Source: an optimization exercise on an open RTL-to-GDS flow (aim: small area, a short achievable clock period and few clock cycles per item). Production flows keep margins and buffers that such runs may drop. Function was checked by simulation only, so behaviour that the tests miss may differ from the original.

<file path="run.sh">
#!/bin/bash
# synth_recipe.tcl (not shown) runs the flow's synth.tcl, then flattens the netlist and writes it again
# the make line also repeats each setting of config.mk as NAME=value (left out here)
make -C /OpenROAD-flow-scripts/flow DESIGN_CONFIG=/design/flow/config.mk WORK_HOME=/design/flow/orfs CLKGATE_MAP_FILE= SYNTH_SCRIPT=/design/flow/synth_recipe.tcl finish
</file>
<file path="config.mk">
export PLATFORM = sky130hd
export DESIGN_NAME = exu_top
export DESIGN_NICKNAME = exu_top
export VERILOG_FILES = /design/flow/design.v
export SDC_FILE = /design/flow/constraint.sdc
export NUM_CORES = 4
export LEC_CHECK = 0
export ABC_AREA = 1
export CAP_MARGIN = 20
export CORE_MARGIN = 2
export CORE_UTILIZATION = 40
export SLEW_MARGIN = 20
</file>
<file path="constraint.sdc">
create_clock -name core_clock -period 25.0 [get_ports {clk}]
set_input_delay 5.0000 -clock core_clock [delete_from_list [all_inputs] [get_ports {clk}]]
set_output_delay 5.0000 -clock core_clock [all_outputs]
set_load 0.01 [all_outputs]
</file>
<file path="design.v">
package exu_pkg;
    function automatic logic [5:0] clz32(input logic [31:0] v);
        logic        z16, z8, z4, z2, z1;
        logic [15:0] x16;
        logic [7:0]  x8;
        logic [3:0]  x4;
        logic [1:0]  x2;
        z16 = (v[31:16] == 16'b0);
        x16 = z16 ? v[15:0] : v[31:16];
        z8 = (x16[15:8] == 8'b0);
        x8 = z8 ? x16[7:0] : x16[15:8];
        z4 = (x8[7:4] == 4'b0);
        x4 = z4 ? x8[3:0] : x8[7:4];
        z2 = (x4[3:2] == 2'b0);
        x2 = z2 ? x4[1:0] : x4[3:2];
        z1 = !x2[1];
        if (v == 32'b0) begin
            clz32 = 6'd32;
        end else begin
            clz32 = {1'b0, z16, z8, z4, z2, z1};
        end
    endfunction
    function automatic logic [31:0] rev32(input logic [31:0] v);
        for (int i = 0; i < 32; i++) begin
            rev32[i] = v[31-i];
        end
    endfunction
endpackage
module alu_int (
    input  logic [6-1:0]    operator,
    input  logic [32-1:0]  operand1,
    input  logic [32-1:0]  operand2,
    input  logic                    mf_sel,          
    input  logic [32-1:0]  mf_val,
    input  logic                    mf_neg,          
    input  logic                    sh_div,          
    input  logic [4:0]              sh_div_amt,
    input  logic                    clz_inv,         
    output logic [32-1:0]  alu_result,
    output logic [32-1:0]  shift_out,
    output logic [5:0]              clz_out,
    output logic                    overflow
);
    logic                       op_shift, op_addi, op_addsub, op_logic, op_slt, op_clz;
    logic                       inv;
    logic [32-1:0]     add_a, add_b;
    logic [32:0]       sum;
    logic                       less;
    logic                       sh_left;
    logic [32-1:0]     sh_in, sh_mid;
    logic [4:0]                 shamt;
    logic                       sh_fill;
    logic [32-1:0]     lg;
    assign op_shift  = !operator[5] && !operator[4] && !operator[3];
    assign op_addi   = !operator[5] && !operator[4] &&  operator[3];
    assign op_addsub =  operator[5] && !operator[4] && !operator[3] && !operator[2];
    assign op_logic  =  operator[5] && !operator[4] && !operator[3] &&  operator[2];
    assign op_slt    =  operator[5] && !operator[4] &&  operator[3];
    assign op_clz    =  operator[5] &&  operator[4];
    assign inv = (op_addsub && operator[1]) || op_slt || (mf_sel && mf_neg);
    assign add_a = mf_sel ? '0 : operand1;
    assign add_b = (mf_sel ? mf_val : operand2) ^ {32{inv}};
    assign sum = {1'b0, add_a} + {1'b0, add_b} + {{32{1'b0}}, inv};
    assign overflow = (op_addi || op_addsub) && !operator[0]
        && (operand1[31] == add_b[31]) && (sum[31] != operand1[31]);
    assign less = operator[0] ? !sum[32]
        : ((operand1[31] != operand2[31]) ? operand1[31] : sum[31]);
    assign sh_left = sh_div || !operator[1];
    assign sh_in = sh_left ? exu_pkg::rev32(operand2) : operand2;
    assign shamt = sh_div ? sh_div_amt : operand1[4:0];
    assign sh_fill = !sh_div && operator[1] && operator[0] && operand2[31];
    assign sh_mid = 32'($signed({sh_fill, sh_in}) >>> shamt);
    assign shift_out = sh_left ? exu_pkg::rev32(sh_mid) : sh_mid;
    assign clz_out = exu_pkg::clz32(operand1 ^ {32{clz_inv}});
    always_comb begin
        case (operator[1:0])
            2'b00:   lg = operand1 & operand2;
            2'b01:   lg = operand1 | operand2;
            2'b10:   lg = operand1 ^ operand2;
            default: lg = ~(operand1 | operand2);
        endcase
    end
    always_comb begin
        if (op_shift)       alu_result = shift_out;
        else if (op_logic)  alu_result = lg;
        else if (op_slt)    alu_result = {31'b0, less};
        else if (op_clz)    alu_result = {26'b0, clz_out};
        else                alu_result = sum[31:0];
    end
endmodule
module muldiv_unit (
    input  logic [32:0]             mcand,           
    input  logic [7:0]              chunk,
    input  logic                    chunk_prev,      
    input  logic [32:0]             acc,
    input  logic                    mul_corr,        
    output logic [40:0]             mul_t,
    input  logic [31:0]             rem,
    input  logic [33:0]             dvs,             
    input  logic                    dvs_pos,
    output logic [31:0]             rem_next,
    output logic [1:0]              quo_bits
);
    logic [40:0] pp [4];
    logic [40:0] negs;
    logic [8:0]  cc;
    always_comb begin
        cc = {chunk, chunk_prev};
        negs = '0;
        for (int j = 0; j < 4; j++) begin
            logic x2, x1, x0, one, two, neg;
            logic [33:0] r;
            x0 = cc[2*j];
            x1 = cc[2*j+1];
            x2 = cc[2*j+2];
            neg = x2;
            one = x1 ^ x0;
            two = (x2 && !x1 && !x0) || (!x2 && x1 && x0);
            for (int i = 0; i < 34; i++) begin
                logic ai, aim1;
                ai = (i < 33) ? mcand[i] : mcand[32];
                aim1 = (i > 0) ? mcand[i-1] : 1'b0;
                r[i] = ((one && ai) || (two && aim1)) ^ neg;
            end
            pp[j] = {{7{r[33]}}, r} << (2*j);
            negs[2*j] = neg;
        end
    end
    assign mul_t = {{8{acc[32]}}, acc} + pp[0] + pp[1] + pp[2] + pp[3]
        + (negs | (mul_corr ? {mcand, 8'b0} : 41'b0));
    logic [35:0] t1, t2;
    logic [31:0] r1;
    assign t1 = {4'b0, rem} + {dvs[33], dvs, dvs_pos} + {35'b0, dvs_pos};
    assign r1 = t1[35] ? rem : t1[31:0];
    assign t2 = {4'b0, r1} + {{2{dvs[33]}}, dvs} + {35'b0, dvs_pos};
    assign rem_next = t2[35] ? r1 : t2[31:0];
    assign quo_bits = {!t1[35], !t2[35]};
endmodule
module exu_top (
    input  logic                    clk,
    input  logic                    rst_n,
    input  logic                    in_valid,
    input  logic [6-1:0]    operator,
    input  logic [32-1:0]  operand1,
    input  logic [32-1:0]  operand2,
    input  logic [5-1:0]  in_write_addr,
    input  logic                    in_write_enable,
    output logic                    in_ready,
    output logic                    out_valid,
    output logic [5-1:0]  write_addr,
    output logic                    write_enable,
    output logic [32-1:0]  write_data
);
    logic                       v1;
    logic [6-1:0]       op1;
    logic [32-1:0]     a1;
    logic [32-1:0]     b1;
    logic [5-1:0]     wa1;
    logic                       we1;
    logic                       rdy_q;
    logic [31:0]                hi;
    logic [31:0]                lo;
    logic                       hx;          
    logic                       hneg;        
    logic                       lneg;        
    logic [33:0]                m;           
    logic                       dpos;        
    logic                       mul_mode;
    logic                       mul_u;
    logic                       bprev;
    logic [4:0]                 cnt;         
    logic busy, s1_unit, go, accept;
    logic is_mf, is_mt, is_mul, is_div, sgn;
    assign in_ready = rdy_q;
    assign busy = |cnt;
    assign accept = in_valid && rdy_q;
    assign s1_unit = !op1[5] && op1[4];
    assign go = v1 && !(s1_unit && busy);
    assign is_mf  = s1_unit && !op1[3] && !op1[0];
    assign is_mt  = s1_unit && !op1[3] &&  op1[0];
    assign is_mul = s1_unit &&  op1[3] && !op1[1];
    assign is_div = s1_unit &&  op1[3] &&  op1[1];
    assign sgn = !op1[0];
    logic [31:0] alu_result, shift_out;
    logic [5:0]  clz_a, clz_b;
    logic        overflow;
    logic        a_neg, b_neg;
    logic [6:0]  dsh;            
    logic        clz_inv;
    assign a_neg = is_div && sgn && a1[31];
    assign b_neg = is_div && sgn && b1[31];
    assign clz_inv = (op1[5] && op1[4] && op1[0]) || a_neg;
    alu_int alu_int_i (
        .operator   (op1),
        .operand1   (a1),
        .operand2   (b1),
        .mf_sel     (is_mf),
        .mf_val     (op1[1] ? lo : hi),
        .mf_neg     (op1[1] ? lneg : hneg),
        .sh_div     (is_div),
        .sh_div_amt ({dsh[4:1], 1'b0}),
        .clz_inv    (clz_inv),
        .alu_result (alu_result),
        .shift_out  (shift_out),
        .clz_out    (clz_a),
        .overflow   (overflow)
    );
    logic [31:0] abs_a;
    logic [33:0] dvs_start;
    logic [1:0]  dvs_top;
    assign clz_b = exu_pkg::clz32(b1 ^ {32{b_neg}});
    assign dsh = {1'b0, clz_b} - {1'b0, clz_a} + {6'b0, a_neg};
    assign abs_a = (a1 ^ {32{a_neg}}) + {31'b0, a_neg};
    logic [33:0] b_ext, b_sh;
    assign b_ext = {{2{b_neg}}, b1};
    assign b_sh = b_ext << {dsh[4:1], 1'b0};
    assign dvs_top = b_sh[33:32];
    assign dvs_start = b_neg ? {dvs_top, shift_out} : ~{dvs_top, shift_out};
    logic [32:0] mcand;
    logic [31:0] mchunk_src;
    logic [40:0] mul_t;
    logic [31:0] rem_next;
    logic [1:0]  quo_bits;
    logic        mul_first;
    assign mul_first = !busy;
    assign mcand = mul_first ? {sgn && a1[31], a1} : m[32:0];
    assign mchunk_src = mul_first ? b1 : lo;
    muldiv_unit muldiv_unit_i (
        .mcand      (mcand),
        .chunk      (mchunk_src[7:0]),
        .chunk_prev (mul_first ? 1'b0 : bprev),
        .acc        (mul_first ? 33'b0 : {hx, hi}),
        .mul_corr   (cnt == 5'd1 && mul_u && mchunk_src[7]),
        .mul_t      (mul_t),
        .rem        (hi),
        .dvs        (m),
        .dvs_pos    (dpos),
        .rem_next   (rem_next),
        .quo_bits   (quo_bits)
    );
    logic [4:0] cnt_next;
    logic       v1_next, unit_next;
    always_comb begin
        cnt_next = busy ? cnt - 5'd1 : 5'd0;
        if (go && is_mul) begin
            cnt_next = 5'd3;
        end else if (go && is_div && !clz_b[5] && !dsh[6]) begin
            cnt_next = {1'b0, dsh[4:1]} + 5'd1;
        end
    end
    assign v1_next = accept || (v1 && !go);
    assign unit_next = accept ? (!operator[5] && operator[4]) : s1_unit;
    always_ff @(posedge clk) begin
        if (!rst_n) begin
            v1 <= 1'b0;
            rdy_q <= 1'b1;
            cnt <= '0;
            out_valid <= 1'b0;
            write_enable <= 1'b0;
        end else begin
            v1 <= v1_next;
            rdy_q <= !(v1_next && unit_next && (cnt_next != 5'd0));
            cnt <= cnt_next;
            out_valid <= go;
            write_enable <= go && we1 && !(s1_unit && !is_mf) && !overflow;
        end
    end
    always_ff @(posedge clk) begin
        if (rdy_q) begin
            op1 <= operator;
            a1 <= operand1;
            b1 <= operand2;
            wa1 <= in_write_addr;
            we1 <= in_write_enable;
        end
        write_addr <= wa1;
        write_data <= alu_result;
    end
    always_ff @(posedge clk) begin
        if (!rst_n) begin
            hi <= '0;
            lo <= '0;
            hneg <= 1'b0;
            lneg <= 1'b0;
        end else if (busy) begin
            if (mul_mode) begin
                hi <= mul_t[39:8];
                hx <= mul_t[40];
                lo <= {mul_t[7:0], lo[31:8]};
                bprev <= lo[7];
            end else begin
                hi <= rem_next;
                lo <= {lo[29:0], quo_bits};
                m <= {{2{m[33]}}, m[33:2]};
            end
        end else if (go && is_mul) begin
            hi <= mul_t[39:8];
            hx <= mul_t[40];
            lo <= {mul_t[7:0], b1[31:8]};
            bprev <= b1[7];
            m <= {sgn && a1[31], sgn && a1[31], a1};
            mul_u <= !sgn;
            mul_mode <= 1'b1;
            hneg <= 1'b0;
            lneg <= 1'b0;
        end else if (go && is_div) begin
            mul_mode <= 1'b0;
            if (clz_b[5]) begin
                if (b_neg) begin
                    hi <= '0;
                    lo <= a1;
                    hneg <= 1'b0;
                    lneg <= 1'b1;
                end else begin
                    hi <= a1;
                    lo <= '1;
                    hneg <= 1'b0;
                    lneg <= 1'b0;
                end
            end else if (dsh[6]) begin
                hi <= a1;
                lo <= '0;
                hneg <= 1'b0;
                lneg <= 1'b0;
            end else begin
                hi <= abs_a;
                lo <= '0;
                hneg <= a_neg;
                lneg <= a_neg ^ b_neg;
                m <= dvs_start;
                dpos <= !b_neg;
            end
        end else if (go && is_mt) begin
            if (op1[1]) begin
                lo <= a1;
                lneg <= 1'b0;
            end else begin
                hi <= a1;
                hneg <= 1'b0;
            end
        end
    end
endmodule
</file>
==> flow_metrics.env <==
export IMPL_status="no timing/DRC/antenna violations"
export IMPL_cts_sinks=227
export IMPL_min_path_type="reg -> reg"
export IMPL_die_area_um2=85650
export IMPL_relSlewSlack=0.3068
export IMPL_drt_iter0_markers=4644
export IMPL_syn_instance_count=5066
export IMPL_fin_skew_ns=0.02538
export IMPL_cts_root_buf="clkbuf_16"
export IMPL_die_y_um=292.7
export IMPL_drv_slew=0
export IMPL_critPathMaxFanout=35
export IMPL_start_util=0.4053
export IMPL_max_stage_delay_ns=0.76
export IMPL_crit_type="reg -> reg"
export IMPL_cts_buffer_depth=3
export IMPL_maxCapViolCount=0
export IMPL_die_w_um=292.7
export IMPL_area_growth_pct=9.141
export IMPL_h_tree_depth=1
export IMPL_setup_ws_ns=13.70
export IMPL_core_um2=82240
export IMPL_synthFlopType="edfxtp_1"
export IMPL_async_flop_share=0
export IMPL_cp_arrival_ns=11.80
export IMPL_syn_avg_cell_area_um2=6.579
export IMPL_syn_area_um2=33330
export IMPL_ant_nets=0
export IMPL_fmax_ghz=0.08848
export IMPL_cts_tree="yes"
export IMPL_antenna_found_initial=3
export IMPL_fin_crit_sh=0.4521
export IMPL_yosys_warnings=4
export IMPL_path_clk_slew_ns=0.06
export IMPL_synth_distinct_cells=63
export IMPL_grt_use_total=0.3376
export IMPL_synth_edf_count=115
export IMPL_viasPerCell=5.923
export IMPL_dp_hpwl_um=116700
export IMPL_grt_ovfl_total=0
export IMPL_crit_path_top_delay_cell="inv_1"
export IMPL_tightestPinTransition_ns=1.029
export IMPL_fin_tns_setup_ns=0
export IMPL_hold_depth=0
export IMPL_grt_pass1_vias=33915
export IMPL_hold_violations=0
export IMPL_final_nets=5476
export IMPL_cp_common_cell="o21ai_0"
export IMPL_num_rows=105
export IMPL_cts_setup_buffers=0
export IMPL_synth_nets=5510
export IMPL_drive_gt1_frac=0.04017
export IMPL_postCtsHoldBufs=0
export IMPL_cts_buffers=27
export IMPL_place_ws_ns=13.86
export IMPL_grt_first_pass_wirelength_um=218800
export IMPL_required_ns=25.50
export IMPL_period_minus_slack_ns=11.30
export IMPL_reg2regPathDepth=47
export IMPL_clock_latency_ns=0.61
export IMPL_ios=119
export IMPL_cp_end_kind="flop"
export IMPL_yosysSeqAreaShare=0.1709
export IMPL_gp_congestion=1.025
export IMPL_num_vias=36276
export IMPL_ys_ff_latch=227
export IMPL_cts_resized=0
export IMPL_wire_per_inst_um=24.27
export IMPL_setup_viol=0
export IMPL_drt_pre_antenna_iters=7
export IMPL_rsz0062_at_grt="no"
export IMPL_portBuffers=118
export IMPL_worstSetupStartpointType="flop"
export IMPL_drcViolationCount=0
export IMPL_grt_max_degree=87
export IMPL_drt_wl_total_um=148700
synth_stat cells (all sizes together), types with 8 or more instances:
master	count	area, um2
clkinv	21	78.83
o21ai	457	2287
a221oi	58	508.0
o211ai	42	315.3
fa	110	2202
nand3	419	2135
or2	34	212.7
o2111ai	19	166.4
a21o	9	67.56
clkbuf	181	679.4
nand2	1201	4538
dfxtp	112	2242
o22ai	155	969.7
ha	255	3191
a21boi	21	157.7
nand4	23	143.9
nor2	294	1147
a22oi	19	142.6
a31oi	37	231.5
o31ai	10	75.07
buf	65	357.9
xor2	284	2487
a21oi	291	1456
o221ai	9	78.83
inv	609	2286
nand3b	8	60.06
o21a	18	135.1
xnor2	101	884.6
o21bai	12	90.09
nor4	12	81.33
nor3	29	155.2
edfxtp	115	3453
a41oi	15	131.4
sequential cells by signal, summed over array words and instances, names as in the netlist, 5 cells and up:
signal      cells
op1             6
write_addr      5
hi             32
lo             32
write_data     32
wa1             5
a1             32
b1             32
m              34
cnt             5
critical path, delay by kind of cell, from the launching register on:
family / cells / cell delay, ns
compound gates: 23 / 5.10
flops: 1 / 0.37
buf+inv: 7 / 1.90
xor+xnor: 3 / 0.60
simple gates: 8 / 0.85
fa+ha+maj: 6 / 2.33
layout make-up:
class	count	area, um2
Tap cell	1070	1339
Antenna cell	2	5.005
Timing Repair Buffer	183	1669
Inverter	630	2367
Sequential cell	227	5699
Clock buffer	31	704.4
Clock inverter	19	259.0
Fill cell	8749	45860
Multi-Input combinational cell	3963	24330
worst paths after layout:
check	end	slack, ns	startpoint
max	hi[30]	13.70	cnt[0]
min	write_addr[4]	0.34	wa1[4]
max reg2reg	hi[30]	13.70	cnt[0]
min reg2reg	write_addr[4]	0.34	wa1[4]
metal layers:
layer	wire, um	global-route usage	vias up
met1	59840	0.4393	16957
met4	9776	0.1899	4
met2	64840	0.5329	1980
met3	14200	0.05289	378
met5	25	0	-
li1	-	-	16957
cell families after synthesis:
family | share of synthesized area
compound gates | 0.2085
xor+xnor | 0.1012
fa+ha+maj | 0.1618
buf+inv | 0.1021
flops | 0.1709
mux | 0.0006006
simple gates | 0.2550
cell usage in the layout (no fill, tap or decap), drive strengths merged, types with 18 or more instances in the layout:
cell type / count
a21boi: 21
a21oi: 291
a221oi: 58
a22oi: 19
a31oi: 37
buf: 65
clkbuf: 31
clkdlybuf4s50: 118
clkinv: 27
dfxtp: 112
edfxtp: 115
fa: 110
ha: 255
inv: 614
nand2: 1201
nand3: 419
nand4: 23
nor2: 294
nor3: 29
o2111ai: 19
o211ai: 42
o21a: 18
o21ai: 457
o22ai: 155
or2: 34
xnor2: 101
xor2: 284
per-stage QoR:
step / instance area, um2 / std cells / utilization / hold slack, ns
global route: 36370 / 6123 / 0.4423 / 0.3487
detailed placement: 35410 / 6073 / 0.4305 / 0.3279
global placement: 35410 / 6073 / 0.4305 / 0.3244
finish: 36380 / 6125 / 0.4423 / 0.3433
floorplan: 33330 / 5066 / - / 0.3233
CTS: 36370 / 6123 / 0.4423 / 0.3429
Testbench counts, summed over its fixed seeds: cycles 29,491, items 24,000.

==> what the ideal ports hide <==
How much do the figures lean on ideal ports? The routed layout below was timed once more, with nothing changed but the port constraints.
Step 1 (the two cells are an assumption about what drives the block):
set clk [get_ports {clk}]
set_driving_cell -lib_cell sky130_fd_sc_hd__clkbuf_16 $clk
set_driving_cell -lib_cell sky130_fd_sc_hd__buf_2 [delete_from_list [all_inputs] $clk]
Step 2 adds t to the input delays and takes it off the output delays; t is the mean of the earliest and latest rising clock arrival at the registers after step 1. Input paths then give back, and output paths get back, about the clock's delay inside the block.
Three values: no drivers, after step 1, after step 2; two values: the first two.
t (ns): 0.663
setup slack, ns: 13.698 / 13.698 / 13.698
worst register clock-pin slew, ns: 0.07 / 0.07
After both steps this run still meets setup and hold. For this run, drivers alone change the setup slack by 0.000 ns; drivers and shift together by 0.000 ns.
